This design comes from an exercise in tuning for small area and a short achievable clock period on the open sky130 flow, not from production work. Function was checked by simulation only, so behaviour that the tests miss may differ from the original. Power and IR drop assume default switching activity.

--- design/flow/config.mk ---
export PLATFORM = sky130hd
export DESIGN_NAME = mfb_frame_gen_top
export DESIGN_NICKNAME = mfb_frame_gen_top
export VERILOG_FILES = /design/flow/design.v
export SDC_FILE = /design/flow/constraint.sdc
export NUM_CORES = 4
export LEC_CHECK = 0
export ABC_CLOCK_PERIOD_IN_PS = 3000
export CAP_MARGIN = 20
export CORE_AREA = 4 4 326 326
export DIE_AREA = 0 0 330 330
export SLEW_MARGIN = 20
--- design/flow/constraint.sdc ---
create_clock -name core_clock -period 12.0 [get_ports {CLK}]
set_input_delay 2.4000 -clock core_clock [delete_from_list [all_inputs] [get_ports {CLK}]]
set_output_delay 2.4000 -clock core_clock [all_outputs]
set_load 0.01 [all_outputs]
--- design/flow/design.v ---
package mfb_frame_gen_pkg;
    localparam logic [15:0] LFSR_TAPS = 16'h002D;
endpackage
module mfb_frame_gen_lfsr #(
    parameter logic [15:0] SEED = 16'hACE1
) (
    input  logic        clk,
    input  logic        reset,
    input  logic        en,
    input  logic        adv1,
    input  logic        adv2,
    output logic [15:0] ahead0,
    output logic [15:0] ahead1,
    output logic [15:0] ahead2
);
    logic [15:0] q;
    assign ahead0 = q;
    assign ahead1 = {^(ahead0 & mfb_frame_gen_pkg::LFSR_TAPS), ahead0[15:1]};
    assign ahead2 = {^(ahead1 & mfb_frame_gen_pkg::LFSR_TAPS), ahead1[15:1]};
    always_ff @(posedge clk) begin
        if (reset)     q <= SEED;
        else if (en) q <= adv2 ? ahead2 : ahead1;
    end
endmodule
module mfb_frame_gen_items (
    input  logic         clk,
    input  logic         en,
    input  logic [7:0]   base_n,
    output logic [511:0] items
);
    logic [7:0][2:0] sl_q;       
    logic [7:1]      cl_q;       
    logic [7:1]      cln_q;      
    logic [8:0][4:0] hn_q;       
    logic [8:0][4:0] hn;
    function automatic bit kept(input int m, input int k);
        if (k < 3)       kept = ((m >> k) & 1) == 0;
        else if (k == 3) kept = m != 8;
        else             kept = 1'b1;
    endfunction
    always_ff @(posedge clk) begin
        if (en) begin
            for (int j = 0; j < 8; j++) sl_q[j] <= base_n[2:0] + 3'(j);
            for (int j = 1; j < 8; j++) begin
                cl_q[j]  <= ({1'b0, base_n[2:0]} + 4'(j)) >= 4'd8;
                cln_q[j] <= ({1'b0, base_n[2:0]} + 4'(j)) <  4'd8;
            end
            for (int m = 0; m < 9; m++) hn_q[m] <= ~(base_n[7:3] + 5'(m));
        end
    end
    always_comb begin
        for (int m = 0; m < 9; m++)
            for (int k = 0; k < 5; k++)
                if (kept(m, k))  hn[m][k] = hn_q[m][k];
                else if (k < 3)  hn[m][k] = ~hn_q[m - (1 << k)][k];
                else             hn[m][k] = ~hn_q[0][k];
    end
    logic [7:0][2:0] sl;
    always_comb begin
        for (int j = 0; j < 8; j++)
            for (int k = 0; k < 3; k++)
                if (j % (2 << k) < (1 << k)) sl[j][k] = sl_q[j % (1 << k)][k];
                else                         sl[j][k] = ~sl_q[j % (1 << k)][k];
    end
    genvar i;
    generate
        for (i = 0; i < 64; i++) begin : g_item
            if (i % 8 == 0) begin : g_nc
                assign items[i*8 +: 8] = {~hn[i / 8], sl[0]};
            end else begin : g_c
                assign items[i*8 +: 8] = {~((cl_q[i % 8] ? hn[i / 8 + 1] : 5'd0) |
                                           (cln_q[i % 8] ? hn[i / 8] : 5'd0)),
                                          sl[i % 8]};
            end
        end
    endgenerate
endmodule
module mfb_frame_gen (
    input  logic          CLK,
    input  logic          RESET,
    input  logic          START,
    input  logic [31:0]   FRAMES,
    input  logic [15:0]   LEN_MIN,
    input  logic [15:0]   LEN_MAX,
    output logic          BUSY,
    output logic          DONE,
    output logic [31:0]   SENT_CNT,
    output logic [1023:0] TX_DATA,
    output logic [5:0]    TX_SOF_POS,
    output logic [11:0]   TX_EOF_POS,
    output logic [1:0]    TX_SOF,
    output logic [1:0]    TX_EOF,
    output logic          TX_SRC_RDY,
    input  logic          TX_DST_RDY
);
    logic        busy_q, done_q;
    logic        idle;
    assign idle = !busy_q && !done_q;
    logic [15:0] lm1_q;      
    logic [15:0] lx1;        
    logic [15:0] d_q;        
    logic [15:0] ws_q;       
    logic        le64_q;     
    logic        le128_q;    
    logic [31:0] left_q;     
    logic [1:0]  lag_q;      
    logic [7:0]  fidx_q;     
    logic        in_q;       
    logic [9:0]  rr_q;       
    logic        bias_q;     
    logic [5:0]  ep_q;       
    logic [1:0]  o_q;        
    logic        last_q;     
    logic xfer, load, load_adv, adv_any;
    assign xfer = TX_SRC_RDY && TX_DST_RDY;
    assign load = busy_q && !last_q && (!TX_SRC_RDY || TX_DST_RDY);
    assign load_adv = busy_q && !last_q && adv_any && (!TX_SRC_RDY || TX_DST_RDY);
    logic [15:0] v0, v1, v2;
    logic        adv1, adv2;
    mfb_frame_gen_lfsr #(.SEED(16'hACE1)) lfsr_i (
        .clk    (CLK),
        .reset  (RESET),
        .en     (load_adv),
        .adv1   (adv1),
        .adv2   (adv2),
        .ahead0 (v0),
        .ahead1 (v1),
        .ahead2 (v2)
    );
    function automatic logic [15:0] smear4(input logic [15:0] d);
        logic [15:0] m;
        for (int k = 0; k < 16; k++) begin
            m[k] = d[k];
            for (int i = k + 1; i < (k / 4) * 4 + 4; i++) m[k] = m[k] | d[i];
        end
        smear4 = m;
    endfunction
    logic [15:0] mask;
    always_comb begin
        for (int k = 0; k < 16; k++) begin
            mask[k] = ws_q[k];
            for (int g = k / 4 + 1; g < 4; g++) mask[k] = mask[k] | ws_q[4 * g];
        end
    end
    logic [15:0] x0, x1, t0, t1;
    logic        sat0, sat1;
    assign x0   = v0 & mask;
    assign x1   = v1 & mask;
    assign sat0 = x0 > d_q;
    assign sat1 = x1 > d_q;
    assign lx1  = lm1_q + d_q;
    assign t0   = sat0 ? lx1 : lm1_q + x0;
    assign t1   = sat1 ? lx1 : lm1_q + x1;
    logic lm1_hi6, lm1_hi7;
    assign lm1_hi6 = lm1_q[15:6] == 10'd0;
    assign lm1_hi7 = lm1_q[15:7] == 9'd0;
    logic [6:0] s0lo, s1lo;
    assign s0lo = {1'b0, lm1_q[5:0]} + {1'b0, x0[5:0]};
    assign s1lo = {1'b0, lm1_q[5:0]} + {1'b0, x1[5:0]};
    logic [7:0] s0lo7;
    assign s0lo7 = {1'b0, lm1_q[6:0]} + {1'b0, x0[6:0]};
    logic one0, one1, two0;
    assign one0 = sat0 ? le64_q  : (lm1_hi6 && x0[15:6] == 10'd0 && !s0lo[6]);
    assign one1 = sat1 ? le64_q  : (lm1_hi6 && x1[15:6] == 10'd0 && !s1lo[6]);
    assign two0 = sat0 ? le128_q : (lm1_hi7 && x0[15:7] == 9'd0 && !s0lo7[7]);
    logic        left_small, left_nz, left_ge2, left_eq1, left_eq2;
    logic [2:0]  left_lo;
    assign left_small = left_q[31:3] == 29'd0;
    assign left_lo    = left_q[2:0];
    assign left_nz    = !left_small || left_lo > {1'b0, lag_q};
    assign left_ge2   = !left_small || left_lo >= {1'b0, lag_q} + 3'd2;
    assign left_eq1   = left_small && left_lo == {1'b0, lag_q} + 3'd1;
    assign left_eq2   = left_small && left_lo == {1'b0, lag_q} + 3'd2;
    logic [30:0] left_dec;
    logic [31:0] left_m1, left_m2;
    assign left_dec = left_q[31:1] - 31'd1;
    assign left_m1  = left_q[0] ? {left_q[31:1], 1'b0} : {left_dec, 1'b1};
    assign left_m2  = {left_dec, left_q[0]};
    logic        c_eof0, c_eof1;
    assign c_eof0 = bias_q ? (rr_q == 10'd1) : (rr_q == 10'd2);
    assign c_eof1 = bias_q ? (rr_q == 10'd2) : (rr_q == 10'd3);
    assign adv_any = !in_q || (c_eof0 && left_nz);
    logic        sof0, sof1, eof0, eof1;
    logic [5:0]  ep0, ep1;
    logic [7:0]  b0, b1;
    logic        in_n;
    logic [9:0]  rr_n;
    logic        bias_n;
    logic [5:0]  ep_n;
    logic [1:0]  o_n;
    logic [7:0]  fidx_n;
    logic        last_n;
    logic [7:0]  fidx_p1, fidx_p2;
    logic [6:0] fidx_inc;
    assign fidx_inc = fidx_q[7:1] + 7'd1;
    assign fidx_p1  = fidx_q[0] ? {fidx_inc, 1'b0} : {fidx_q[7:1], 1'b1};
    assign fidx_p2  = {fidx_inc, fidx_q[0]};
    always_comb begin
        sof0 = !in_q;
        if (in_q) begin
            eof0 = c_eof0;
            ep0  = ep_q;
            b0   = {fidx_q[7:6] + o_q, fidx_q[5:0]};
        end else begin
            eof0 = one0;
            ep0  = t0[5:0];
            b0   = fidx_q;
        end
        in_n   = 1'b0;
        fidx_n = fidx_p1;
        sof1   = 1'b0;
        eof1   = 1'b0;
        ep1    = ep0;
        b1     = {b0[7:6] + 2'd1, b0[5:0]};
        if (!eof0) begin
            eof1   = in_q ? c_eof1 : two0;
            rr_n   = in_q ? rr_q - 10'd2 : t0[15:6];
            bias_n = in_q && bias_q;
            ep_n   = ep0;
            o_n    = (in_q ? o_q : 2'd0) + 2'd2;
            if (!eof1) begin
                in_n   = 1'b1;
                fidx_n = fidx_q;
            end
        end else begin
            sof1   = in_q ? left_nz : left_ge2;
            b1     = fidx_p1;
            ep1    = in_q ? t0[5:0] : t1[5:0];
            rr_n   = in_q ? t0[15:6] : t1[15:6];
            bias_n = 1'b1;
            ep_n   = ep1;
            o_n    = 2'd1;
            if (sof1) begin
                eof1 = in_q ? one0 : one1;
                if (!eof1) begin
                    in_n   = 1'b1;
                    fidx_n = fidx_p1;
                end else begin
                    fidx_n = fidx_p2;
                end
            end
        end
        adv1   = sof0 ^ sof1;
        adv2   = sof0 & sof1;
        if (adv2)      last_n = !in_n && left_eq2;
        else if (adv1) last_n = !in_n && left_eq1;
        else           last_n = !in_n && !left_nz;
    end
    always_ff @(posedge CLK) begin
        if (RESET) begin
            busy_q <= 1'b0;
            done_q <= 1'b0;
        end else if (idle) begin
            busy_q <= START && (FRAMES != 32'd0);
            done_q <= START && (FRAMES == 32'd0);
        end else if (done_q) begin
            done_q <= 1'b0;
        end else if (xfer && last_q) begin
            busy_q <= 1'b0;
            done_q <= 1'b1;
        end
    end
    logic [30:0] sent_inc;
    assign sent_inc = SENT_CNT[31:1] + 31'd1;
    always_ff @(posedge CLK) begin
        if (RESET)                 SENT_CNT <= 32'd0;
        else if (idle && START)    SENT_CNT <= 32'd0;
        else if (xfer) begin
            if (TX_EOF[1] & TX_EOF[0])
                SENT_CNT <= {sent_inc, SENT_CNT[0]};
            else if (TX_EOF[1] ^ TX_EOF[0])
                SENT_CNT <= SENT_CNT[0] ? {sent_inc, 1'b0} : {SENT_CNT[31:1], 1'b1};
        end
    end
    always_ff @(posedge CLK) begin
        if (RESET)     TX_SRC_RDY <= 1'b0;
        else if (load) TX_SRC_RDY <= 1'b1;
        else if (xfer) TX_SRC_RDY <= 1'b0;
    end
    logic [15:0] diff;
    logic        span;
    assign diff = LEN_MAX - LEN_MIN;
    assign span = LEN_MIN < LEN_MAX;
    always_ff @(posedge CLK) begin
        if (idle) begin
            lm1_q   <= LEN_MIN - 16'd1;
            d_q     <= span ? diff : 16'd0;
            ws_q    <= span ? smear4(diff) : 16'd0;
            le64_q  <= LEN_MAX <= 16'd64;
            le128_q <= LEN_MAX <= 16'd128;
            left_q  <= FRAMES;
            lag_q   <= 2'd0;
            fidx_q  <= 8'd0;
            in_q    <= 1'b0;
            last_q  <= 1'b0;
        end else begin
            if (lag_q == 2'd2)      left_q <= left_m2;
            else if (lag_q == 2'd1) left_q <= left_m1;
            lag_q <= load ? {adv2, adv1} : 2'd0;
            if (load) begin
                fidx_q <= fidx_n;
                in_q   <= in_n;
                last_q <= last_n;
                rr_q   <= rr_n;
                bias_q <= bias_n;
                ep_q   <= ep_n;
                o_q    <= o_n;
            end
        end
    end
    always_ff @(posedge CLK) begin
        if (load) begin
            TX_SOF     <= {sof1, sof0};
            TX_EOF     <= {eof1, eof0};
            TX_EOF_POS <= {ep1, ep0};
        end
    end
    assign BUSY       = busy_q;
    assign DONE       = done_q;
    assign TX_SOF_POS = 6'd0;
    mfb_frame_gen_items items0_i (.clk(CLK), .en(load), .base_n(b0), .items(TX_DATA[511:0]));
    mfb_frame_gen_items items1_i (.clk(CLK), .en(load), .base_n(b1), .items(TX_DATA[1023:512]));
endmodule
module mfb_frame_gen_top (
    input  logic          CLK,
    input  logic          RESET,
    input  logic          START,
    input  logic [31:0]   FRAMES,
    input  logic [15:0]   LEN_MIN,
    input  logic [15:0]   LEN_MAX,
    output logic          BUSY,
    output logic          DONE,
    output logic [31:0]   SENT_CNT,
    output logic [1023:0] TX_DATA,
    output logic [5:0]    TX_SOF_POS,
    output logic [11:0]   TX_EOF_POS,
    output logic [1:0]    TX_SOF,
    output logic [1:0]    TX_EOF,
    output logic          TX_SRC_RDY,
    input  logic          TX_DST_RDY
);
    mfb_frame_gen gen_i (
        .CLK        (CLK),
        .RESET      (RESET),
        .START      (START),
        .FRAMES     (FRAMES),
        .LEN_MIN    (LEN_MIN),
        .LEN_MAX    (LEN_MAX),
        .BUSY       (BUSY),
        .DONE       (DONE),
        .SENT_CNT   (SENT_CNT),
        .TX_DATA    (TX_DATA),
        .TX_SOF_POS (TX_SOF_POS),
        .TX_EOF_POS (TX_EOF_POS),
        .TX_SOF     (TX_SOF),
        .TX_EOF     (TX_EOF),
        .TX_SRC_RDY (TX_SRC_RDY),
        .TX_DST_RDY (TX_DST_RDY)
    );
endmodule
--- design/flow/flow/run.sh ---
#!/bin/bash
# The standard ORFS layout (standard.sh, with the standard synthesis), with
#  - the smallest buffer on the ports,
#  - the TX_DATA pins that one register or gate drives placed side by side
#    (place_pins -group_pins), so that those nets stay short, and
set -euo pipefail

# Item i of region r is TX_DATA[(r*64+i)*8 +: 8]. Bit b < 3 of an item comes
# from a register (or its complement) shared by the items with the same
# i mod 2^b; bit 3 is shared by the items with the same i mod 16 (as i/8 mod
# 2, i mod 8) and bit 4 by those with the same i mod 32; only the groups for bits 0-2 are made here.
groups=""
group() {  # $1: bit, $2: modulus; one group per residue
    local r=$3 b=$1 n=$2 g i k list
    for ((g = 0; g < n; g++)); do
        list=""
        k=0
        for ((i = g; i < 64; i += n)); do
            list+=" TX_DATA[$(( (r * 64 + i) * 8 + b ))]"
            # at most 16 pins a group, which place_pins can always fit
            if (( ++k == 16 )); then
                groups+=" -group_pins {${list# }}"
                list=""
                k=0
            fi
        done
        if [[ -n $list ]]; then groups+=" -group_pins {${list# }}"; fi
    done
}
for r in 0 1; do
    group 0 1 $r
    group 1 2 $r
    group 2 4 $r
    :
    :
done

bash standard.sh \
  "BUFFER_PORTS_ARGS=-buffer_cell sky130_fd_sc_hd__buf_1" \
  "PLACE_PINS_ARGS=${groups# }" \
  SETUP_SLACK_MARGIN=7.9 \
  finish > make.log 2>&1
--- design/flow/standard.sh ---
#!/bin/bash
# synth_recipe.tcl (not shown) runs the flow's synth.tcl, then flattens the netlist and writes it again
# the make line also repeats each setting of config.mk as NAME=value (left out here)
make -C /OpenROAD-flow-scripts/flow DESIGN_CONFIG=/design/flow/config.mk WORK_HOME=/design/flow/orfs CLKGATE_MAP_FILE= SYNTH_SCRIPT=/design/flow/synth_recipe.tcl "${@:-finish}"
==> summary.txt, run 1 <==
Synth
The flip-flop and latch count after synthesis is ~270. In the synthesized netlist the async set-or-reset flop fraction comes to 0%. The netlist uses 90 different library cells.

The area share of the leading cell type in the synthesized netlist is 24.30%. After technology mapping, the gate count stands at 2864. The dominant synthesized flop cell is edfxtp_1. The number of warnings issued by yosys is 3.

The post-synthesis cell area is ~25000 um^2. The largest area contributor in the netlist is edfxtp_1. The proportion of synthesized chip area in sequential cells is 29.35%.

The count of flip-flops with a built-in enable after synthesis is 202. After synthesis, the cell types taking the most area are edfxtp_1 (24%), buf_4 (17%), a22oi_1 (12%). Each instance of the synthesized netlist takes up on average approximately 8.7 um^2.

Worst setup path
STA classifies the critical path startpoint as a register. The worst setup path is captured at a primary output. The launch instance of the worst register-to-register path is gen_i.ws_q[12]. The slowest library cell on the worst path is edfxtp_1. The worst register-to-register path has a setup slack of 7730 ps.

The critical path crosses 7 cells after its start point. Traced cell by cell, the critical path runs through buf_12 > buf_12 > buf_12 > buf_6 > mux2i_4 > buf_12 > buf_6. The worst stage delay on the critical path is 420 ps.

The class of the most critical setup path is reg2out. STA puts the critical path data arrival time at 2080 ps. The most frequent cell on the critical path is buf_12. The startpoint of the most critical setup path is gen_i.items0_i.hn_q[40]. STA puts the critical path data required time at 9600 ps. Counting both buffers and inverters, the worst setup path holds a total of 6.

The destination of the worst register-to-register timing path is gen_i.items1_i.hn_q[19]. The cell family contributing the most delay on the critical path is buffers and inverters. The largest driver fanout on the critical path is 6. For the worst flop-to-flop path, the logic depth is 20. The most critical setup path has its endpoint at TX_DATA[435].

Final layout
The library cells used most frequently in the layout, excluding fill and tap cells, are buf_1 (596), buf_2 (345), a22oi_2 (291). In the final layout, flip-flops and latches occupy approximately 7300 um^2. The final layout contains 4005 nets.

The multi-input combinational cells in the finished layout cover a total of between 10000 and 15000 um^2. Of the cells placed in the final design, the portion with a size suffix greater than 1 is a little over two fifths. The library cell used most frequently in the layout, excluding fill and tap cells, is buf_1. Relative to the synthesized area, the layout overhead comes to 55.03%. The share of the core filled with cells is 37.82%. After filler insertion, the fill cell instance count of the layout stands at 10040.

Floorplan
The die outline area is 108900 um^2. The die extent in y is ~330 um. The initialized floorplan defines 117 standard-cell rows. The initial utilization of the core area, before any placement, comes to 24.40%. The die is 330 um wide. During I/O placement, the number of pins put on the boundary was 1149. The total area inside the core boundary comes to 102300 um^2.

Power and ir drop
The worst-case IR drop observed on VDD is 0.1036 mV. The overall power after layout is between 3 and 4 mW. In this run the power density over the cells is 102.0 nW/um^2.

The leakage power is 15.80 nW.

Timing
The clock period minus worst slack is between 4000 and 5000 ps. The total setup violations reported at the end of the flow is 0. Setup repair after global routing could not meet its margin everywhere. The final number of max-transition violations came to 0. The total negative setup slack is 0 ps.

The number of hold violations in the final report is 0. The worst pin sits at a relative slew slack of 25.36%. The achievable clock frequency is about 0.22 GHz. The fraction of the cycle the final worst path needs is 37.31%.

On the final layout, the worst clock skew is approximately 19 ps. The transition time at the pin with the least slew margin is roughly 1100 ps.

Clocking
Clock tree synthesis selected as its root buffer the cell clkbuf_16. After clock tree synthesis, the clock-pin slew on the worst setup and hold paths is 70 ps. The CTS sink count is 265. The number of levels in the clock H-tree is 1. The later-pin clock latency in the skew report is 600 ps. The number of buffers inserted during clock tree synthesis is 29. The TritonCTS clock tree is done.

The buffer levels on the longest clock path is 3. After clock tree synthesis, the flow added hold-fix buffers numbering 0.

Global routing
The maximum number of pins on one net before global-route repair is 86. For this run, the total global-route usage over all layers was measured as 26.19%. The first global-routing pass estimated 200400 um of wire. The number of global-route vias before repair is 24730.

Global routing finished with a remaining overflow of 0. The initial antenna violation count is 2.

Placement
The placed wire-length estimate after detailed placement is 109100 um. The congestion estimate from routability-driven global placement came to 0.9690. In this run the tool buffered the top-level ports with 1142 buffer cells.

Routing
The first detailed-routing pass took 7 iterations. The via count of the routed design is between 20000 and 30000. The DRC violation count after routing is 0. The detailed router finished its first iteration with 2978 violations. The routed length per instance is approximately 32 um. Using the TritonRoute via totals, the vias-per-cell ratio works out to 5.314. The count of nets left with antenna violations after detail routing is 0. The wire length reported by the detailed router is roughly 160000 um.

Flow run
Max-cap violations in this run came to 0.

Status
The flow ran to the end and the layout has no timing, DRC or antenna violations.

Min path
The class of the tightest hold or removal check is reg2reg.
-- flip-flops by register name, indices dropped and copies added, names as in the netlist, 2 cells and up --
name,count
gen_i.rr_q,10
gen_i.fidx_q,8
gen_i.items1_i.cl_q,6
gen_i.lm1_q,16
gen_i.lfsr_i.q,16
gen_i.ws_q,16
gen_i.ep_q,6
gen_i.o_q,2
gen_i.items1_i.cln_q,7
gen_i.left_q,32
gen_i.SENT_CNT,32
gen_i.items1_i.hn_q,24
gen_i.d_q,12
gen_i.lag_q,2
gen_i.items0_i.sl_q,7
gen_i.TX_EOF_POS,12
gen_i.TX_SOF,2
gen_i.items0_i.cln_q,7
gen_i.items0_i.cl_q,7
gen_i.TX_EOF,2
gen_i.items0_i.hn_q,24
gen_i.items1_i.sl_q,7
-- synth_stat cells (65+ instances only) --
master,number
inv_1,162
o21ai_0,91
clkbuf_1,172
ha_1,123
a22oi_1,393
xnor2_1,130
mux2i_1,65
a21oi_1,75
buf_4,556
nand2_1,139
nor2_1,149
edfxtp_1,202
-- per-layer routing --
| metal | routed length, um | global-route usage (%) | vias to the layer above | share of wire (%) |
|---|---|---|---|---|
| met1 | 59920 | 31.29 | 13440 | 37 |
| li1 | - | - | 11670 | - |
| met2 | 75390 | 42.71 | 2040 | 46 |
| met4 | 8166 | 9.621 | 8 | 5.0 |
| met3 | 20380 | 10.13 | 506 | 12 |
| met5 | 214 | 0.3106 | - | 0.13 |
-- timing repair --
item                                   4_1_cts  5_1_grt
pin swaps                                  181      149
buffers inserted                           297      105
endpoints found under the hold margin        0        0
gates resized for setup                   1203      589
gates cloned                                33       20
setup endpoints to repair                  998      732
-- cells by family after synthesis --
logic type / after synthesis / synth area share (%)
adder cells (fa/ha/maj): 127 / 6.485
AND/OR/NAND/NOR: 535 / 10.36
buffers and inverters: 921 / 22.26
other: 1 / 0.01502
flip-flops: 265 / 29.35
multiplexers: 78 / 3.283
XOR/XNOR: 181 / 6.425
AO/OA/AOI/OAI: 756 / 21.82
-- worst min-delay path by stage --
stage	start	endpoint	slack (ps)	depth (start not counted)
3_3_place_gp	gen_i.SENT_CNT[6]	gen_i.SENT_CNT[6]	480	2
2_1_floorplan	gen_i.last_q	gen_i.last_q	430	2
3_5_place_dp	gen_i.SENT_CNT[25]	gen_i.SENT_CNT[25]	490	2
4_1_cts	gen_i.SENT_CNT[25]	gen_i.SENT_CNT[25]	500	2
6_report	gen_i.last_q	gen_i.last_q	510	2
5_1_grt	gen_i.last_q	gen_i.last_q	550	2
-- report_power, final --
part	leakage [nW]	switching, mW	internal [mW]
sequential	2.37	0.0966	1.11
clock	0.496	0.411	0.584
combinational	12.9	1.03	0.709
-- stage by stage --
step | std cells | hold slack [ps] | setup slack [ps] | cell area [um^2]
after floorplan | 2869 | 432.4 | 7404 | 25190
after global placement | 4686 | 483.8 | 6268 | 26650
after detailed placement | 4692 | 492.6 | 6536 | 26770
after CTS | 5076 | 503.1 | 7534 | 35310
after global routing | 5201 | 547.8 | 7500 | 38700
final | 5204 | 506.4 | 7523 | 38700
-- cell type report --
class                      instances  area share, %
tap                             1368          4.422
inverter                         169          1.933
timing repair buffer            1655          33.38
multi-input combinational       1683          38.49
timing repair inverter             7         0.1649
clock buffer                      36          1.969
antenna                            3        0.01940
clock inverter                    18         0.6918
sequential                       265          18.93
-- tightest hold or removal path: cells and delay by family, from the launching register on --
| family | cells | cell delay, ps |
|---|---|---|
| flip-flops | 1 | 330 |
| AND/OR/NAND/NOR | 1 | 70 |
| AO/OA/AOI/OAI | 1 | 60 |
==> run 2: changes to the inputs <==
--- a/design/flow/flow/run.sh
+++ b/design/flow/flow/run.sh
@@ -38,5 +38,5 @@
 bash standard.sh \
   "BUFFER_PORTS_ARGS=-buffer_cell sky130_fd_sc_hd__buf_1" \
   "PLACE_PINS_ARGS=${groups# }" \
-  SETUP_SLACK_MARGIN=7.9 \
+  SETUP_SLACK_MARGIN=7.6 \
   finish > make.log 2>&1
==> run 2 against run 1 <==
  * Worst setup slack better by 57 ps
  * Clock power increased by 7%
  * Sequential power is essentially flat
  * Critical path type unchanged
  * Largest power group unchanged
==> summary.txt, run 2 <==
Status
The flow ran to the end and the layout has no timing, DRC or antenna violations.

Global routing
The first-pass GRT wire length is 184400 um (-8.0%). The total global-route track usage is 24.22% (-2.0 points). The number of global-route vias before repair is 22570 (-8.7%). The maximum number of pins on one net before global-route repair is 77 (-10%). The initial antenna violation count was 8 (+6). The final global-route overflow total is 0 (unchanged).

Final layout
The library cell used most frequently in the layout, excluding fill and tap cells, is buf_1. The ratio of cells with drive above 1 in the final layout is 15.02% (-28 points). The number of cells in the finished layout apart from fillers came to 4923 (-5.4%). The final-stage net count was 3723 (-7.0%).

The diode insertion count for antenna repair is 0 (-3). The design area came to 30700 um^2 (-21%). The largest registers in the layout are gen_i.SENT_CNT (32), gen_i.left_q (32).

The library cells used most frequently in the layout, excluding fill and tap cells, are buf_1 (1056), a22oi_1 (366), edfxtp_1 (202). Relative to the synthesized area, the layout overhead comes to 22.96%.

Synth
The area share of the leading cell type in the synthesized netlist is 24.30% (unchanged). The biggest area contributor in the post-synthesis netlist is edfxtp_1. The dominant synthesized flop cell is edfxtp_1. The post-synthesis cell area is 24970 um^2 (unchanged).

The proportion of synthesized chip area in sequential cells is 29.35% (unchanged). The distinct cell type count after synthesis is 90 (unchanged). The count of flip-flops with a built-in enable after synthesis is 202 (unchanged). The most frequent cell after synthesis is buf_4. The synthesized instance count is 2864 (unchanged).

The flip-flop and latch count after synthesis is 265 (unchanged). The number of warnings issued by yosys was 3 (unchanged). The average cell area after synthesis is 8.717 um^2 (unchanged). After synthesis, the cell types taking the most area are edfxtp_1 (24%), buf_4 (17%), a22oi_1 (12%). By count the netlist is led by buf_4 (556), a22oi_1 (393), edfxtp_1 (202), clkbuf_1 (172), inv_1 (162). The proportion of synthesized flip-flops having asynchronous set or reset came to 0% (unchanged).

Worst setup path
The slowest library cell on the worst path is a22oi_2. STA classifies the critical path endpoint as a primary output. The signal on the critical path passes through buf_4 > a22oi_2 > buf_1.

The data arrival time at the worst-slack endpoint is 2020 ps (-60 ps). The top cell family by delay on the critical path is buffers and inverters. The worst endpoint required time was 9600 ps (about the same). The largest driver fanout on the critical path came to 29 (+23). The worst setup path is of the reg2out kind.

STA classifies the critical path startpoint as a register. The worst stage delay on the critical path is 490 ps (+70 ps). The combined buffer and inverter count along the critical path is 2 (-4).

Floorplan
The die outline area is 108900 um^2 (unchanged). The number of placed I/O pins was 1149 (unchanged). The total core area is 102300 um^2 (unchanged). The number of placement rows came to 117 (unchanged).

The die extent in y came to 330 um (unchanged). The effective utilization at floorplan came to 24.40% (unchanged). The floorplan die width is 330 um (unchanged).

Timing
The worst clock skew is 36.31 ps (+17.58 ps). Setup repair after global routing could not meet its margin everywhere. The transition time at the pin with the least slew margin was 1047 ps (-72.85 ps).

The total setup violations reported at the end of the flow came to 0 (unchanged). The clock period minus worst slack is 4420 ps (-56.98 ps). The final number of max-transition violations is 0 (unchanged).

The achievable clock frequency is 0.2263 GHz (+1.3%). The total negative setup slack was 0 ps (unchanged). The post-route worst setup slack is 7580 ps (+56.98 ps). The number of hold violations in the final report is 0 (unchanged).

The headroom to the max-slew limit came to 28.22% (+2.9 points). The worst slack on hold paths is 506.0 ps (-0.4410 ps). The fraction of the cycle the final worst path needs came to 36.83% (-0.47 points).

Clocking
In this run the clock root is driven by a clkbuf_16. The later-pin clock latency in the skew report was 560 ps (-40 ps). The buffer levels on the longest clock path was 3 (unchanged). The number of levels in the clock H-tree was 2 (+1).

The TritonCTS clock tree is done. The number of buffers inserted during clock tree synthesis is 36 (+24%). The clock slew seen by the registers of the worst setup and hold paths is 60 ps (about the same). The CTS sink count was 265 (unchanged).

Placement
The placed wire-length estimate after detailed placement is 110500 um (+1.3%). The weighted congestion reported at the end of routability-driven placement is 0.9853 (+1.7%). The quantity of I/O buffers inserted on ports was 1142 (unchanged). The worst slack at placement is 6480 ps (-55.89 ps). The cell area reported after detailed placement is 26670 um^2 (-0.39%). The number of placed instances, taps included came to 4690 (-0.043%).

Power and ir drop
The power per unit of standard cell area is 119.8 nW/um^2 (+17%). The worst supply voltage drop on vdd was 0.08668 mV (-16%). The leakage power is 11.58 nW (-27%).

Routing
The wire length reported by the detailed router is 142500 um (-13%). The average via count per standard cell was 5.189 (-2.4%). The routed length per instance is 28.95 um (-8.2%). The number of design-rule violations left by the first detailed-router iteration is 3132 (+5.2%).

The via count of the routed design is 25540 (-7.6%). The count of nets left with antenna violations after detail routing is 0 (unchanged). The detailed-routing iteration count for the pre-antenna-repair pass came to 9 (+2). The DRC violation count after routing is 0 (unchanged).

Min path
The class of the tightest hold or removal check is reg2reg.

Flow run
The number of max-cap violations was 0 (unchanged).
run 2: final timing paths:
path	startpoint	to	slack, ps	cells after the start
max	gen_i.items0_i.cl_q[3]	TX_DATA[476]	7580	3
min	gen_i.SENT_CNT[30]	gen_i.SENT_CNT[30]	510	2
max reg2reg	gen_i.ws_q[12]	gen_i.items1_i.hn_q[29]	7730	14
min reg2reg	gen_i.SENT_CNT[30]	gen_i.SENT_CNT[30]	510	2
run 2: cell families after synthesis:
logic type               synth area share (%)
AND/OR/NAND/NOR                         10.36
adder cells (fa/ha/maj)                 6.485
XOR/XNOR                                6.425
multiplexers                            3.283
flip-flops                              29.35
AO/OA/AOI/OAI                           21.82
other                                 0.01502
buffers and inverters                   22.26
run 2: cell type report:
class,instances,area (um^2)
fillers,10830,71630
multi-input cells,1683,12820
flip-flops and latches,265,7327
repair buffers,1370,6948
well taps,1368,1712
clock buffers,53,1016
inverters,169,723.2
clock inverters,12,137.6
repair inverters,3,18.77
run 2: worst register-to-register path, stage by stage, from the launching register on:
cell and delay, ps:
edfxtp_1 480, buf_4 220, o21a_1 230, ha_1 300
nand4_1 210, nor4_4 380, nand2_1 80, or3_4 390
a41o_4 350, nor2_4 230, clkinv_8 150, a221o_2 470
ha_2 230, a21oi_2 150, xor2_1 190
run 2: metal layers:
metal	GRT usage (%)	vias to the layer above	part of all wire [%]	routed length, um
li1	-	11080	-	-
met1	29.54	12310	38	53850
met2	38.93	1845	46	65460
met3	10.08	308	13	18080
met4	7.460	4	3.6	5084
met5	0	-	0.029	42
run 2: per-stage QoR:
step | power (mW) | utilization, %
finish | 3.676 | 30.00
global route | 3.872 | 30.00
CTS | 3.667 | 29.10
detailed placement | 2.532 | 26.06
global placement | 2.533 | 25.99
floorplan | 2.158 | -
run 2: repair_timing:
action / CTS / global route
gates cloned: 2 / 4
hold buffers: 0 / 0
pin swaps: 14 / 34
endpoints found under the setup margin: 636 / 236
resized for setup: 175 / 155
buffers inserted: 123 / 39
run 2: power breakdown:
part           internal [mW]  switching (mW)  total, mW
Combinational          0.501           0.894       1.39
Sequential              1.11           0.110       1.22
Clock                  0.617           0.443       1.06
==> run 3: changes to the inputs <==
--- a/design/flow/flow/run.sh
+++ b/design/flow/flow/run.sh
@@ -39,4 +39,5 @@
   "BUFFER_PORTS_ARGS=-buffer_cell sky130_fd_sc_hd__buf_1" \
   "PLACE_PINS_ARGS=${groups# }" \
   SETUP_SLACK_MARGIN=7.6 \
+  SKIP_CTS_REPAIR_TIMING=1 \
   finish > make.log 2>&1
==> run 3 against run 2 <==
  * Combinational power hardly changed
  * Clock skew is 1.7 ps higher
  * Clock power hardly changed
  * Design area is 0.52% lower
  * Critical path type unchanged
==> summary.txt, run 3 <==
Final layout
The design area was 30540 um^2 (-0.52%). The library cell used most frequently in the layout, excluding fill and tap cells, is buf_1. The largest registers in the layout are gen_i.SENT_CNT (32), gen_i.left_q (32). The ratio of cells with drive above 1 in the final layout is 14.54% (-0.48 points).

The final-stage net count is 3731 (+0.21%). The number of cells in the finished layout apart from fillers is 4933 (+0.20%). The area growth from synthesis to final layout is 22.32%. In the layout the commonest cells are buf_1 (1076), a22oi_1 (368), edfxtp_1 (202). The number of filler instances in the final layout is 10860 (+0.28%).

Synth
By area the synthesized netlist is led by edfxtp_1 (24%), buf_4 (17%), a22oi_1 (12%). The distinct cell type count after synthesis is 90 (unchanged). For this run, the leading register cell type out of synthesis is edfxtp_1.

The area share of the leading cell type in the synthesized netlist is 24.30% (unchanged). The combinational family with the most area after synthesis is buffers and inverters. The synthesized instance count came to 2864 (unchanged).

The average cell area after synthesis was 8.717 um^2 (unchanged). The fraction of synthesized cell area in xor and xnor cells is 6.425% (unchanged). The proportion of synthesized chip area in sequential cells is 29.35% (unchanged). The proportion of synthesized flip-flops having asynchronous set or reset is 0% (unchanged). The largest area contributor in the netlist is edfxtp_1. The flip-flop and latch count after synthesis came to 265 (unchanged).

The count of flip-flops with a built-in enable after synthesis is 202 (unchanged). The portion of netlist area occupied by mux cells is 3.283% (unchanged). The post-synthesis cell area is 24970 um^2 (unchanged). By count the netlist is led by buf_4 (556), a22oi_1 (393), edfxtp_1 (202), clkbuf_1 (172), inv_1 (162).

The number of warnings issued by yosys is 3 (unchanged). The simple-gate area share of the yosys netlist came to 10.36% (unchanged). Yosys instantiated no cell more often than buf_4. The post-synthesis share of cell area spent on full adders, half adders and majority gates is 6.485% (unchanged). The complex-gate fraction of the synthesized area is 21.82% (unchanged).

Routing
The routed length per instance is 28.63 um (-1.1%). The wire length reported by the detailed router is 141300 um (-0.89%). The detailed-routing iteration count for the pre-antenna-repair pass was 9 (unchanged). The via count of the routed design was 25320 (-0.88%).

The number of design-rule violations left by the first detailed-router iteration is 2882 (-8.0%). The DRC violation count after routing is 0 (unchanged). The average via count per standard cell is 5.133 (-1.1%). The count of nets left with antenna violations after detail routing is 0 (unchanged).

Timing
The headroom to the max-slew limit came to 26.57% (-1.7 points). The achievable clock frequency is 0.2220 GHz (-1.9%). The transition time at the pin with the least slew margin is 1071 ps (+24.13 ps). The worst clock skew is 38.04 ps (+1.736 ps). The number of hold violations in the final report came to 0 (unchanged). The worst slack on hold paths was 506.4 ps (+0.4590 ps). The fraction of the cycle the final worst path needs is 37.54% (+0.71 points). The clock period minus worst slack is 4505 ps (+85.36 ps). Setup repair after global routing could not meet its margin everywhere.

The total negative setup slack is 0 ps (unchanged). The post-route worst setup slack is 7495 ps (-85.36 ps). The total setup violations reported at the end of the flow was 0 (unchanged).

The final number of max-transition violations is 0 (unchanged).

Floorplan
The floorplan die width is 330 um (unchanged). The die extent in y is 330 um (unchanged). The number of placed I/O pins was 1149 (unchanged). The total core area is 102300 um^2 (unchanged). The effective utilization at floorplan was 24.40% (unchanged).

The die outline area is 108900 um^2 (unchanged). The number of placement rows is 117 (unchanged).

Global routing
The initial antenna violation count is 6 (-2). The total global-route track usage is 23.62% (-0.60 points). The maximum number of pins on one net before global-route repair is 77 (unchanged). The number of global-route vias before repair is 21930 (-2.8%). The first-pass GRT wire length came to 179900 um (-2.4%). The final global-route overflow total is 0 (unchanged).

Placement
The worst slack at placement is 6480 ps (unchanged). The quantity of I/O buffers inserted on ports is 1142 (unchanged). The placed wire-length estimate after detailed placement was 110500 um (unchanged). The cell area reported after detailed placement is 26670 um^2 (unchanged).

The weighted congestion reported at the end of routability-driven placement is 0.9853 (unchanged). The number of placed instances, taps included is 4690 (unchanged).

Clocking
The buffer levels on the longest clock path is 3 (unchanged). The clock slew seen by the registers of the worst setup and hold paths is 60 ps (about the same). The later-pin clock latency in the skew report is 570 ps (about the same).

The root buffer cell chosen for the clock tree is clkbuf_16. The number of buffers inserted during clock tree synthesis is 36 (unchanged). The CTS sink count came to 265 (unchanged). The TritonCTS clock tree is done. The number of levels in the clock H-tree is 2 (unchanged).

Worst setup path
The largest driver fanout on the critical path is 24 (-17%). By startpoint and endpoint, the worst setup path is classified as reg2out. The worst endpoint required time is 9600 ps (about the same). In this run the worst setup path begins at gen_i.items1_i.cln_q[5]. The worst register-to-register path begins at gen_i.ws_q[8]. The endpoint kind of the worst setup timing path is a primary output. The data arrival time at the worst-slack endpoint is 2110 ps (+90 ps).

The worst setup path is launched from a register.

Min path
The worst hold path begins at gen_i.SENT_CNT[30]. The worst hold path belongs to the class reg2reg.

Status
The run finished with no timing, DRC or antenna violations.

Flow run
The number of max-cap violations is 0 (unchanged).

Power and ir drop
The power per unit of standard cell area is 121.3 nW/um^2 (+1.3%). The worst supply voltage drop on vdd is 0.08921 mV (+2.9%). The leakage power is 11.51 nW (-0.58%).
-- run 3: cell counts after synthesis --
Identical to the previous run, type by type.
-- run 3: final timing paths --
kind | endpoint | slack (ps) | cells after the start
max | TX_DATA[621] | 7490 | 3
min reg2reg | gen_i.SENT_CNT[30] | 510 | 2
min | gen_i.SENT_CNT[30] | 510 | 2
max reg2reg | gen_i.items1_i.hn_q[29] | 7690 | 16
-- run 3: metrics by stage --
stage | total power, mW | utilization (%)
floorplan | 2.158 | -
global placement | 2.533 | 25.99
detailed placement | 2.532 | 26.06
CTS | 3.617 | 27.19
global route | 3.891 | 29.84
finish | 3.704 | 29.84
-- run 3: worst max-delay path: stages (launching register included) --
cell	delay, ps
edfxtp_1	470
buf_4	310
a22oi_1	410
buf_1	340
-- run 3: power breakdown --
group / switching (mW) / internal [mW] / total (mW) / leakage, nW
registers: 0.113 / 1.11 / 1.23 / 2.37
logic: 0.897 / 0.517 / 1.41 / 8.58
clock network: 0.448 / 0.617 / 1.06 / 0.556
total: 1.46 / 2.25 / 3.70 / 11.5
-- run 3: cell type report --
cell class / count / area, um^2 / share of cell area, %
Multi-Input combinational cell: 1684 / 12820 / 41.98
Sequential cell: 265 / 7327 / 23.99
Timing Repair Buffer: 1378 / 6797 / 22.26
Tap cell: 1368 / 1712 / 5.605
Clock buffer: 53 / 1016 / 3.327
Inverter: 169 / 713.2 / 2.335
Clock inverter: 12 / 137.6 / 0.4507
Timing Repair inverter: 2 / 12.51 / 0.04097
Antenna cell: 2 / 5.005 / 0.01639
-- run 3: layer usage --
metal / vias up / track usage [%] / part of all wire, %
li1: 11070 / - / -
met1: 12220 / 29.04 / 38
met2: 1731 / 37.81 / 46
met3: 294 / 9.500 / 12
met4: 10 / 7.384 / 3.6
met5: - / 0.7986 / 0.12
-- run 3: cell families after synthesis --
logic type,count (synthesis)
buf+inv,921
compound gates,756
simple gates,535
flops,265
xor+xnor,181
fa+ha+maj,127
mux,78
other cells,1
==> run 4: changes to the inputs <==
--- a/design/flow/flow/run.sh
+++ b/design/flow/flow/run.sh
@@ -38,6 +38,6 @@
 bash standard.sh \
   "BUFFER_PORTS_ARGS=-buffer_cell sky130_fd_sc_hd__buf_1" \
   "PLACE_PINS_ARGS=${groups# }" \
-  SETUP_SLACK_MARGIN=7.6 \
+  SETUP_SLACK_MARGIN=7.5 \
   SKIP_CTS_REPAIR_TIMING=1 \
   finish > make.log 2>&1
==> run 4 against run 3 <==
  * Design area down 3.0%
  * Sequential share of layout area up 0.75 points
  * Still clean
  * Routed wire length down 2.6%
  * Cell count down 1.2%
  * Largest power group unchanged
  * First-iteration DRC count down 4.2%
==> summary.txt, run 4 <==
Synth
The proportion of synthesized flip-flops having asynchronous set or reset was 0% (unchanged). The distinct cell type count after synthesis is 90 (unchanged). The proportion of synthesized chip area in sequential cells was 29.35% (unchanged). The count of flip-flops with a built-in enable after synthesis is 202 (unchanged).

The average cell area after synthesis is 8.717 um^2 (unchanged). The flip-flop and latch count after synthesis is 265 (unchanged). The synthesized instance count is 2864 (unchanged). In the synthesized netlist, the cells that appear most often are buf_4 (556), a22oi_1 (393), edfxtp_1 (202), clkbuf_1 (172), inv_1 (162). The largest area contributor in the netlist is edfxtp_1. The most frequent cell after synthesis is buf_4. Sorting the synthesized cells by area gives the leading types as edfxtp_1 (24%), buf_4 (17%), a22oi_1 (12%). The area share of the leading cell type in the synthesized netlist is 24.30% (unchanged). The number of warnings issued by yosys came to 3 (unchanged). In the synthesized netlist the dominant register cell turns out to be edfxtp_1. The post-synthesis cell area is 24970 um^2 (unchanged).

Final layout
The area growth from synthesis to final layout is 18.63%. The ratio of cells with drive above 1 in the final layout is 12.34% (-2.2 points). The design area is 29620 um^2 (-3.0%). The number of cells in the finished layout apart from fillers is 4872 (-1.2%). In the final layout, the registers with the most flip-flops are gen_i.SENT_CNT (32), gen_i.left_q (32). The most frequent standard cell in the layout excluding fill and tap cells is buf_1.

In the layout the commonest cells are buf_1 (1089), a22oi_1 (378), edfxtp_1 (202). The final-stage net count was 3674 (-1.5%).

Routing
The average via count per standard cell came to 5.104 (-0.55%). The detailed-routing iteration count for the pre-antenna-repair pass came to 9 (unchanged). The via count of the routed design is 24870 (-1.8%).

The count of nets left with antenna violations after detail routing is 0 (unchanged). The wire length reported by the detailed router is 137600 um (-2.6%). The routed length per instance is 28.24 um (-1.4%). The number of design-rule violations left by the first detailed-router iteration was 2761 (-4.2%). The DRC violation count after routing came to 0 (unchanged).

Clocking
The master cell of the clock root buffer is clkbuf_16. The clock slew seen by the registers of the worst setup and hold paths was 60 ps (about the same). The later-pin clock latency in the skew report is 590 ps (+20 ps). The buffer levels on the longest clock path is 3 (unchanged). The number of levels in the clock H-tree is 1 (-1). The TritonCTS clock tree is done. The number of buffers inserted during clock tree synthesis is 29 (-19%). The CTS sink count is 265 (unchanged).

Power and ir drop
The switching power as a share of total power came to 39.16% (-0.19 points). The combinational power share was 38.4% (+0.2 points). The worst supply voltage drop on vdd is 0.1209 mV (+35%). The clock share of power was 27.0% (-1.8 points).

The internal portion of total power is 2.153 mW (-4.1%). The sequential cell fraction of total power was 34.6% (+1.5 points). The reported net switching power is 1.386 mW (-4.9%). The power per unit of standard cell area is 119.5 nW/um^2 (-1.5%).

The leakage power came to 11.08 nW (-3.7%). The overall power after layout is 3.539 mW (-4.4%).

Min path
The worst hold path belongs to the class reg2reg.

Timing
The worst clock skew is 13.39 ps (-24.66 ps). The post-route worst setup slack is 7434 ps (-61.02 ps). The total negative setup slack is 0 ps (unchanged). Setup repair after global routing could not meet its margin everywhere. The achievable clock frequency is 0.2190 GHz (-1.3%).

The total setup violations reported at the end of the flow was 0 (unchanged). The headroom to the max-slew limit is 26.47% (-0.095 points). The transition time at the pin with the least slew margin is 1095 ps (+24.19 ps). The number of hold violations in the final report was 0 (unchanged).

The fraction of the cycle the final worst path needs came to 38.05% (+0.51 points). The clock period minus worst slack came to 4566 ps (+61.02 ps). The final number of max-transition violations was 0 (unchanged).

Worst setup path
The worst endpoint required time came to 9600 ps (about the same). The worst setup path is of the reg2out kind. The worst setup path is launched from a register. The largest driver fanout on the critical path is 17 (-29%). The worst setup path is captured at a primary output. The data arrival time at the worst-slack endpoint is 2170 ps (+60 ps).

Global routing
The maximum number of pins on one net before global-route repair is 79 (+2.6%). The total global-route track usage is 23.18% (-0.44 points). The final global-route overflow total is 0 (unchanged). The first-pass GRT wire length is 177900 um (-1.1%). The initial antenna violation count came to 7 (+1). The number of global-route vias before repair was 21810 (-0.55%).

Placement
The placed wire-length estimate after detailed placement is 109000 um (-1.4%). The quantity of I/O buffers inserted on ports is 1142 (unchanged). The worst slack at placement is 6444 ps (-35.90 ps).

The number of placed instances, taps included is 4691 (+0.021%). The weighted congestion reported at the end of routability-driven placement is 0.9774 (-0.80%). The cell area reported after detailed placement is 26690 um^2 (about the same).

Floorplan
The total core area was 102300 um^2 (unchanged). The number of placement rows is 117 (unchanged). The die extent in y is 330 um (unchanged). The floorplan die width was 330 um (unchanged).

The effective utilization at floorplan is 24.40% (unchanged). The die outline area is 108900 um^2 (unchanged). The number of placed I/O pins is 1149 (unchanged).

Status
The flow ran to the end and the layout has no timing, DRC or antenna violations.

Flow run
The number of max-cap violations was 0 (unchanged).
-- run 4: cell count changes in the layout (fill, tap and decap cells not counted), moves of 9 or more --
cell | before | now
buf_1 | 1076 | 1089
buf_12 | 39 | 24
a22oi_1 | 368 | 378
buf_4 | 185 | 147
mux2i_4 | 26 | 17
a22oi_2 | 25 | 15
clkbuf_1 | 13 | 1
-- run 4: layer usage --
metal | track usage, % | vias to the layer above | share of wire [%]
met5 | 0 | - | 0.075
met4 | 7.318 | 4 | 3.6
met3 | 9.338 | 215 | 12
met2 | 37.88 | 1658 | 47
met1 | 27.88 | 12030 | 38
li1 | - | 10960 | -
-- run 4: power groups by stage --
stage	registers (mW)	logic, mW	clock network, mW
global route	1.23	1.47	1.02
detailed placement	1.26	1.25	0
finish	1.22	1.36	0.957
CTS	1.24	1.26	0.980
global placement	1.26	1.25	0
floorplan	1.20	0.956	0
-- run 4: area by class of cell --
cell class | instances | area, um^2
Antenna cell | 2 | 5.005
Clock buffer | 30 | 729.5
Clock inverter | 24 | 269.0
Fill cell | 10900 | 72710
Inverter | 169 | 705.7
Multi-Input combinational cell | 1683 | 12670
Sequential cell | 265 | 7327
Tap cell | 1368 | 1712
Timing Repair Buffer | 1329 | 6186
Timing Repair inverter | 2 | 15.01
-- run 4: metrics by stage --
stage / hold WS, ps / utilization (%)
finish: 510.5 / 28.94
global route: 542.1 / 28.94
CTS: 517.6 / 27.06
detailed placement: 508.4 / 26.08
global placement: 498.8 / 26.00
floorplan: 432.4 / -
-- run 4: kinds of logic after synthesis --
| logic type | Yosys count | synth area share [%] |
|---|---|---|
| adders and majority gates | 127 | 6.485 |
| and+or+nand+nor | 535 | 10.36 |
| muxes | 78 | 3.283 |
| AOI/OAI and AO/OA | 756 | 21.82 |
| buffers and inverters | 921 | 22.26 |
| other | 1 | 0.01502 |
| DFF | 265 | 29.35 |
| xor gates and xnor gates | 181 | 6.425 |
-- run 4: path summary, 6_finish.rpt --
check | startpoint | endpoint | slack (ps) | depth (start not counted)
worst max-delay path | gen_i.items1_i.hn_q[26] | TX_DATA[580] | 7430 | 5
worst min-delay path | gen_i.last_q | gen_i.last_q | 510 | 2
worst max register to register | gen_i.ws_q[12] | gen_i.items1_i.hn_q[29] | 7600 | 16
worst min register to register | gen_i.last_q | gen_i.last_q | 510 | 2
-- run 4: worst max-delay path, stage by stage, from the launching register on --
cell and delay [ps]:
edfxtp_1 410, buf_12 180, clkinvlp_4 130, buf_12 130, buf_4 140, buf_1 550
==> run 5: changes to the inputs <==
--- a/design/flow/flow/run.sh
+++ b/design/flow/flow/run.sh
@@ -39,5 +39,4 @@
   "BUFFER_PORTS_ARGS=-buffer_cell sky130_fd_sc_hd__buf_1" \
   "PLACE_PINS_ARGS=${groups# }" \
   SETUP_SLACK_MARGIN=7.5 \
-  SKIP_CTS_REPAIR_TIMING=1 \
   finish > make.log 2>&1
==> run 5 against run 4 <==
  * Still clean on timing, DRC and antenna
  * Synthesized area unchanged
  * Sequential share of layout area about the same
  * Register-to-register slack improved by 80 ps
  * Fmax increased by 1.5%
  * Worst hold slack about the same
  * Die area unchanged
  * Non-clock buffer count decreased by 3
  * Design area about the same
  * Critical path depth decreased by 2
  * Worst setup slack improved by 66 ps
  * Clock power about the same
  * Largest power group unchanged
==> summary.txt, run 5 <==
Clocking
The number of buffers inserted during clock tree synthesis is 29 (unchanged). The tree is rooted in a clkbuf_16. The buffer levels on the longest clock path is 3 (unchanged). The later-pin clock latency in the skew report is 590 ps (about the same).

The number of levels in the clock H-tree came to 1 (unchanged). The TritonCTS clock tree is done. The clock slew seen by the registers of the worst setup and hold paths is 60 ps (about the same).

The CTS sink count is 265 (unchanged).

Timing
Setup repair after global routing could not meet its margin everywhere. The transition time at the pin with the least slew margin is 1106 ps (+11.35 ps). The number of hold violations in the final report is 0 (unchanged). The headroom to the max-slew limit is 25.71% (-0.76 points). The worst clock skew came to 14.93 ps (+1.545 ps). The final number of max-transition violations came to 0 (unchanged).

The worst slack on hold paths came to 510.0 ps (-0.4630 ps). The total setup violations reported at the end of the flow is 0 (unchanged). The total negative setup slack came to 0 ps (unchanged). The achievable clock frequency is 0.2222 GHz (+1.5%). The fraction of the cycle the final worst path needs is 37.50% (-0.55 points). The clock period minus worst slack is 4500 ps (-65.61 ps).

Routing
The wire length reported by the detailed router was 138100 um (+0.33%). The DRC violation count after routing is 0 (unchanged). The count of nets left with antenna violations after detail routing is 0 (unchanged). The routed length per instance came to 28.36 um (+0.41%). The detailed-routing iteration count for the pre-antenna-repair pass is 9 (unchanged). The via count of the routed design is 24910 (+0.18%).

The average via count per standard cell was 5.118 (+0.26%). The number of design-rule violations left by the first detailed-router iteration is 2993 (+8.4%).

Worst setup path
The sort of element at the start of the critical path is a register. Traced cell by cell, the critical path runs through buf_4 > mux2i_1 > buf_1. The worst stage delay on the critical path came to 480 ps (-70 ps). The data arrival time at the worst-slack endpoint is 2100 ps (-70 ps). The slowest library cell on the worst path is mux2i_1.

The worst endpoint required time is 9600 ps (about the same). The largest driver fanout on the critical path is 30 (+13). The worst register-to-register path begins at gen_i.ws_q[12]. The class of the most critical setup path is reg2out. STA classifies the critical path endpoint as a primary output. In this run the worst setup path begins at gen_i.items1_i.cl_q[2].

Synth
The post-synthesis cell area was 24970 um^2 (unchanged). The distinct cell type count after synthesis is 90 (unchanged). The average cell area after synthesis is 8.717 um^2 (unchanged). The complex-gate fraction of the synthesized area was 21.82% (unchanged). The largest total area in the synthesized netlist belongs to edfxtp_1. The portion of netlist area occupied by mux cells is 3.283% (unchanged). Ranked by total cell area, the synthesized netlist is headed by edfxtp_1 (24%), buf_4 (17%), a22oi_1 (12%). The proportion of synthesized chip area in sequential cells is 29.35% (unchanged).

The number of warnings issued by yosys was 3 (unchanged). The fraction of synthesized cell area in xor and xnor cells is 6.425% (unchanged). Counting instances in the post-synthesis netlist gives the leading cell types as buf_4 (556), a22oi_1 (393), edfxtp_1 (202), clkbuf_1 (172), inv_1 (162). The combinational family with the most area after synthesis is buffers and inverters. The dominant synthesized flop cell is edfxtp_1. The synthesized instance count is 2864 (unchanged). The count of flip-flops with a built-in enable after synthesis is 202 (unchanged). The area share of the leading cell type in the synthesized netlist was 24.30% (unchanged).

The post-synthesis share of cell area spent on full adders, half adders and majority gates was 6.485% (unchanged). Among all cell types in the netlist, the one instantiated most often is buf_4. The flip-flop and latch count after synthesis came to 265 (unchanged). The proportion of synthesized flip-flops having asynchronous set or reset came to 0% (unchanged). The simple-gate area share of the yosys netlist is 10.36% (unchanged).

Floorplan
The die extent in y is 330 um (unchanged). The floorplan die width is 330 um (unchanged). The number of placed I/O pins is 1149 (unchanged).

The number of placement rows was 117 (unchanged). The die outline area is 108900 um^2 (unchanged). The total core area was 102300 um^2 (unchanged).

The effective utilization at floorplan is 24.40% (unchanged).

Placement
The placed wire-length estimate after detailed placement is 109000 um (unchanged). The weighted congestion reported at the end of routability-driven placement came to 0.9774 (unchanged). The quantity of I/O buffers inserted on ports was 1142 (unchanged).

Min path
In this run the worst hold path is classified as reg2reg. The startpoint identified for the worst hold timing path is gen_i.last_q.

Final layout
The ratio of cells with drive above 1 in the final layout was 12.17% (-0.16 points). In the final layout, the registers with the most flip-flops are gen_i.SENT_CNT (32), gen_i.left_q (32). The area growth from synthesis to final layout is 18.56% (about the same). The library cells used most frequently in the layout, excluding fill and tap cells, are buf_1 (1086), a22oi_1 (377), edfxtp_1 (202). The final-stage net count was 3671 (-0.082%). Leaving out fill and tap cells, the most frequent cell in the layout is buf_1.

Global routing
The total global-route track usage is 23.39% (+0.21 points). The initial antenna violation count is 4 (-3). The first-pass GRT wire length is 180000 um (+1.2%). The final global-route overflow total is 0 (unchanged). The number of global-route vias before repair is 22270 (+2.1%). The maximum number of pins on one net before global-route repair was 79 (unchanged).

Power and ir drop
The power per unit of standard cell area is 119.4 nW/um^2 (-0.10%). The worst supply voltage drop on vdd is 0.1207 mV (-0.15%). The leakage power was 11.13 nW (+0.45%).

Flow run
The number of max-cap violations was 0 (unchanged).

Status
The flow ran to the end and the layout has no timing, DRC or antenna violations.
## run 5: cell counts after synthesis
Identical to the previous run, type by type.
## run 5: final cells by class
class	instances	area, um^2
clock inverters	24	269.0
repair buffers	1326	6236
multi-input cells	1683	12610
flip-flops and latches	265	7327
repair inverters	2	15.01
diodes	1	2.502
well taps	1368	1712
inverters	169	700.7
clock buffers	30	729.5
fillers	10900	72730
## run 5: what timing repair did
action,4_1_cts,5_1_grt
hold endpoints to repair,0,0
hold buffers,0,0
pin swaps,11,9
buffers inserted,89,29
gates resized for setup,119,66
gates cloned,0,4
setup endpoints to repair,495,262
## run 5: layer usage
layer  global-route usage (%)  vias up  routed length [um]
met2                    38.12     1688               63810
met4                    7.735        0                5339
li1                         -    10950                   -
met5                        0        -                   0
met3                    8.198      249               16450
met1                    28.83    12030               52460
## run 5: power by group
group          leakage [nW]  internal (mW)  switching, mW
Sequential             2.37           1.11          0.111
Combinational          8.28          0.484          0.867
Clock                 0.481          0.553          0.407
Total                  11.1           2.15           1.39
## run 5: critical path, delay by kind of cell, from the launching register on
kind	cells	cell delay, ps
buf+inv	2	610
flops	1	350
mux	1	480
## run 5: final timing paths
kind,endpoint,slack [ps],cells past startpoint
setup / recovery,TX_DATA[723],7500,3
hold / removal,gen_i.last_q,510,2
setup reg to reg,gen_i.items1_i.hn_q[29],7680,17
hold reg to reg,gen_i.last_q,510,2
## run 5: metrics by stage
stage	setup slack [ps]	power, mW	area [um^2]	std cells	utilization [%]
after global routing	7493	3.708	29600	4868	28.93
final	7500	3.533	29600	4868	28.93
after detailed placement	6444	2.515	26690	4691	26.08
after CTS	7303	3.517	29010	4834	28.35
after floorplan	7404	2.156	25090	2869	-
after global placement	6569	2.514	26600	4687	26.00
## run 5: cells by family after synthesis
group / Yosys count
XOR/XNOR: 181
buffers and inverters: 921
AO/OA/AOI/OAI: 756
multiplexers: 78
other: 1
flip-flops: 265
adder cells (fa/ha/maj): 127
AND/OR/NAND/NOR: 535
==> run 6: changes to the inputs <==
--- a/design/flow/config.mk
+++ b/design/flow/config.mk
@@ -7,6 +7,6 @@
 export LEC_CHECK = 0
 export ABC_CLOCK_PERIOD_IN_PS = 3000
 export CAP_MARGIN = 20
-export CORE_AREA = 4 4 326 326
-export DIE_AREA = 0 0 330 330
+export CORE_AREA = 4 4 314 314
+export DIE_AREA = 0 0 318 318
 export SLEW_MARGIN = 20
==> run 6 against run 5 <==
  * The flow now stops in 3_2_place_iop
  * Synthesized cell count unchanged
  * Synthesized area unchanged
==> summary.txt, run 6 <==
Status
The flow did not finish. The last stage the flow got to is 3_2_place_iop. The tool reported: "[ERROR PPL-0024] Number of IO pins (1149) exceeds maximum number of available positions (1148). Increase the die perimeter from 1272.00um to 1562.64um".

Synth
The biggest area contributor in the post-synthesis netlist is edfxtp_1. The area share of the leading cell type in the synthesized netlist is 24.30% (unchanged). The proportion of synthesized flip-flops having asynchronous set or reset is 0% (unchanged). Among all flip-flop cells after synthesis, the most frequent one is edfxtp_1. The count of flip-flops with a built-in enable after synthesis came to 202 (unchanged). The flip-flop and latch count after synthesis is 265 (unchanged). Ranked by instance count, the synthesized netlist is headed by buf_4 (556), a22oi_1 (393), edfxtp_1 (202), clkbuf_1 (172), inv_1 (162).

Yosys instantiated no cell more often than buf_4. The synthesized instance count is 2864 (unchanged). The average cell area after synthesis is 8.717 um^2 (unchanged). The post-synthesis cell area came to 24970 um^2 (unchanged). The number of warnings issued by yosys is 3 (unchanged). The distinct cell type count after synthesis came to 90 (unchanged). Ranked by total cell area, the synthesized netlist is headed by edfxtp_1 (24%), buf_4 (17%), a22oi_1 (12%).

The proportion of synthesized chip area in sequential cells is 29.35% (unchanged).

Floorplan
The die extent in y came to 318 um (-3.6%). The floorplan die width is 318 um (-3.6%). The effective utilization at floorplan was 26.24% (+1.8 points). The number of placement rows was 113 (-3.4%).
==> run 6: cell counts after synthesis <==
No cell type changed its count.
==> run 6: logic make-up after synthesis <==
kind of cell,count (synthesis),share of synthesized area (%)
buf+inv,921,22.26
mux,78,3.283
xor+xnor,181,6.425
other cells,1,0.01502
flops,265,29.35
fa+ha+maj,127,6.485
simple gates,535,10.36
compound gates,756,21.82
==> run 7: changes to the inputs <==
--- a/design/flow/config.mk
+++ b/design/flow/config.mk
@@ -7,6 +7,6 @@
 export LEC_CHECK = 0
 export ABC_CLOCK_PERIOD_IN_PS = 3000
 export CAP_MARGIN = 20
-export CORE_AREA = 4 4 314 314
-export DIE_AREA = 0 0 318 318
+export CORE_AREA = 4 4 341 341
+export DIE_AREA = 0 0 345 345
 export SLEW_MARGIN = 20
==> run 7 against run 6 <==
  * Now clean on timing, DRC and antenna
  * Synthesized area did not move
  * Synthesized cell count did not move
==> summary.txt, run 7 <==
Worst setup path
The worst endpoint required time is 9600 ps. Along the worst path, the maximum fanout reaches 8. The class of the most critical setup path is reg2out. The endpoint kind of the worst setup timing path is a primary output. The sort of element at the start of the critical path is a register.

Data on the critical path arrives at its endpoint at 2170 ps.

Placement
After detailed placement, the total cell area comes to 26840 um^2. The congestion estimate from routability-driven global placement came to 1.010. The worst slack at placement is 6493 ps. During placement, the flow inserted port buffers numbering 1142. The wire-length estimate of the detail-placed layout is 111400 um.

In this run, placement finished with an instance count of 4826.

Timing
The total setup violations reported at the end of the flow is 0. The worst pin sits at a relative slew slack of 25.71%. The total negative setup slack is 0 ps. The final number of max-transition violations is 0.

The worst clock skew is approximately 53 ps. The clock period minus worst slack is 4572 ps. For the pin with the worst max-slew slack, the measured transition is 1106 ps. The number of hold violations in the final report was 0. The fraction of the cycle the final worst path needs is 38.10%. Setup repair after global routing could not meet its margin everywhere. The achievable clock frequency is 0.2187 GHz. The worst path meets setup with approximately 7400 ps of slack.

The worst slack on hold paths is 502.0 ps.

Clocking
The number of clock buffers added by TritonCTS is 30. The number of levels in the clock H-tree is 1. The TritonCTS clock tree is done. The cell sitting at the root of the clock tree is a clkbuf_16. After clock tree synthesis, the clock-pin slew on the worst setup and hold paths is 70 ps.

The total of hold buffers inserted after clock tree synthesis is 0. CTS saw 265 sinks. The later-pin clock latency in the skew report is 620 ps. The buffer levels on the longest clock path is 3.

Final layout
The share of the core filled with cells is 26.82%. The post-route netlist has 13.62% of its cells at a drive strength greater than 1. The sequential cell area in the final layout is 7327 um^2. The final-stage net count is 3710. From synthesis to final layout, the design area changed by 21.03%. In the layout the commonest cells are buf_1 (1082), a22oi_1 (366), edfxtp_1 (202). The largest registers in the layout are gen_i.SENT_CNT (32), gen_i.left_q (32). The design area is slightly above 30000 um^2. The layout has 12240 filler cells.

The number of cells in the finished layout apart from fillers is 5043. The library cell used most frequently in the layout, excluding fill and tap cells, is buf_1. The multi-input logic area is about 13000 um^2.

Floorplan
The die outline area is 119000 um^2. The die extent in y is 345 um (+8.5%). The number of placement rows was 123 (+8.8%). The floorplan die width is 345 um (+8.5%). The effective utilization at floorplan is 22.16% (-4.1 points). In this run the count of I/O pins placed on the die edge is approximately 1100. The total core area is 112700 um^2.

Power and ir drop
Power spread over the standard cell area amounts to 117.0 nW/um^2. The overall power after layout is 3.536 mW. The leakage power is 11.33 nW. VDD sags by at most 0.1118 mV.

Synth
Counting instances in the post-synthesis netlist gives the leading cell types as buf_4 (556), a22oi_1 (393), edfxtp_1 (202), clkbuf_1 (172), inv_1 (162). The most frequent cell after synthesis is buf_4. The complex-gate fraction of the synthesized area came to 21.82% (unchanged). The area share of the leading cell type in the synthesized netlist is 24.30% (unchanged). The dominant synthesized flop cell is edfxtp_1. The post-synthesis cell area is 24970 um^2 (unchanged).

The portion of netlist area occupied by mux cells is 3.283% (unchanged). The proportion of synthesized chip area in sequential cells is 29.35% (unchanged). The flip-flop and latch count after synthesis is 265 (unchanged). The combinational family with the most area after synthesis is buffers and inverters. The number of warnings issued by yosys came to 3 (unchanged). The count of flip-flops with a built-in enable after synthesis was 202 (unchanged). The simple-gate area share of the yosys netlist is 10.36% (unchanged). The synthesized instance count is 2864 (unchanged).

The largest area contributor in the netlist is edfxtp_1. The proportion of synthesized flip-flops having asynchronous set or reset is 0% (unchanged). Ranked by total cell area, the synthesized netlist is headed by edfxtp_1 (24%), buf_4 (17%), a22oi_1 (12%). The fraction of synthesized cell area in xor and xnor cells is 6.425% (unchanged). The average cell area after synthesis was 8.717 um^2 (unchanged).

The post-synthesis share of cell area spent on full adders, half adders and majority gates is 6.485% (unchanged). The distinct cell type count after synthesis was 90 (unchanged).

Global routing
The total overflow left after global routing is 0. The first global-routing pass estimated 188700 um of wire. The total global-route track usage is 21.94%. Entering global routing, the biggest net connects 78 pins. The number of global-route vias before repair came to 23020. The initial antenna violation count is 9.

Routing
Routed signal wires occupy layers up through met5. The DRC violation count after routing is 0. The via count of the routed design is 25220.

Wire segments on met2 add up to roughly 64000 um in the final route. Using the TritonRoute via totals, the vias-per-cell ratio works out to approximately 5. The routed design has between 100000 and 150000 um of wire. In the final routed layout, each cell accounts on average for 27.87 um. The first TritonRoute pass finished after 7 iterations. The routed length on met1 is about 56000 um. The count of nets left with antenna violations after detail routing is 0. Detailed routing placed a total of 16640 um of wire on met3. For this block, the initial DRC count from the detailed router was approximately 3100.

Flow run
The tool flagged a number of max-cap violations equal to 0.

Min path
The tightest min-delay check is of the reg2reg type.

Status
The run finished with no timing, DRC or antenna violations.
==> run 7: cell counts after synthesis <==
No cell type changed its count.
==> run 7: final timing paths <==
path	from	endpoint	slack, ps	cells past startpoint
hold / removal	gen_i.SENT_CNT[29]	gen_i.SENT_CNT[29]	500	2
setup reg to reg	gen_i.ws_q[8]	gen_i.items1_i.hn_q[29]	7620	15
setup / recovery	gen_i.items1_i.hn_q[41]	TX_DATA[612]	7430	8
hold reg to reg	gen_i.SENT_CNT[29]	gen_i.SENT_CNT[29]	500	2
==> run 7: timing repair <==
action | 4_1_cts | 5_1_grt
cloned | 1 | 2
resized for setup | 157 | 112
buffers inserted | 105 | 49
pin swaps | 9 | 21
endpoints found under the setup margin | 611 | 249
==> run 7: routing by layer <==
layer	GRT usage, %	vias to the layer above
met5	0	-
met4	5.736	4
met3	7.751	231
met2	35.75	1632
met1	27.53	12330
li1	-	11030
==> run 7: kinds of logic (layout without fill, tap and decap cells) <==
kind of cell    Yosys count  in the layout
mux                      78             78
compound gates          756            756
xor+xnor                181            181
buf+inv                 921           1591
fa+ha+maj               127            127
simple gates            535            535
flops                   265            265
other cells               1             10
==> run 7: final cells by class <==
| class | count | share of cell area (%) |
|---|---|---|
| tap | 1500 | 6.211 |
| multi-input combinational | 1683 | 42.00 |
| sequential | 265 | 24.25 |
| clock buffer | 44 | 3.035 |
| inverter | 169 | 2.356 |
| antenna | 4 | 0.03313 |
| clock inverter | 12 | 0.3437 |
| timing repair inverter | 2 | 0.04141 |
| timing repair buffer | 1364 | 21.73 |
==> run 7: power by group <==
| part | leakage [nW] | internal (mW) | total [mW] | switching [mW] |
|---|---|---|---|---|
| combinational | 8.45 | 0.494 | 1.37 | 0.872 |
| clock | 0.502 | 0.535 | 0.946 | 0.411 |
| sequential | 2.37 | 1.11 | 1.22 | 0.112 |
| total | 11.3 | 2.14 | 3.54 | 1.40 |
==> run 7: critical path, cell delays in order, from the launching register on <==
cell	delay, ps
edfxtp_1	480
buf_6	140
buf_6	90
buf_12	100
clkinvlp_4	80
buf_8	150
buf_6	140
a22oi_2	210
buf_6	180

==> re-timing with driven ports <==
The results above use ideal ports. As a check the final layouts listed here were re-extracted and re-timed, cells and wires unchanged. Step 1, drivers: a clkbuf_16 drives CLK and a buf_2 each remaining input, both assumed. Step 2 times the ports against the registers' clock, not the clock port: input delays grow and output delays shrink by t, the midpoint of the rising clock arrivals with the driver on. Three values: ideal ports, drivers, drivers and shift; two values: the first two.
run	t, ns	slack for setup (ns)
run 1	0.649	7.523 / 7.461 / 7.179
run 2	0.613	7.580 / 7.513 / 7.066
run 3	0.623	7.495 / 7.423 / 7.090
run 4	0.645	7.434 / 7.372 / 6.999
run 5	0.647	7.500 / 7.436 / 6.994
run 7	0.651	7.428 / 7.372 / 6.978
After both steps setup and hold are still met in every run listed.
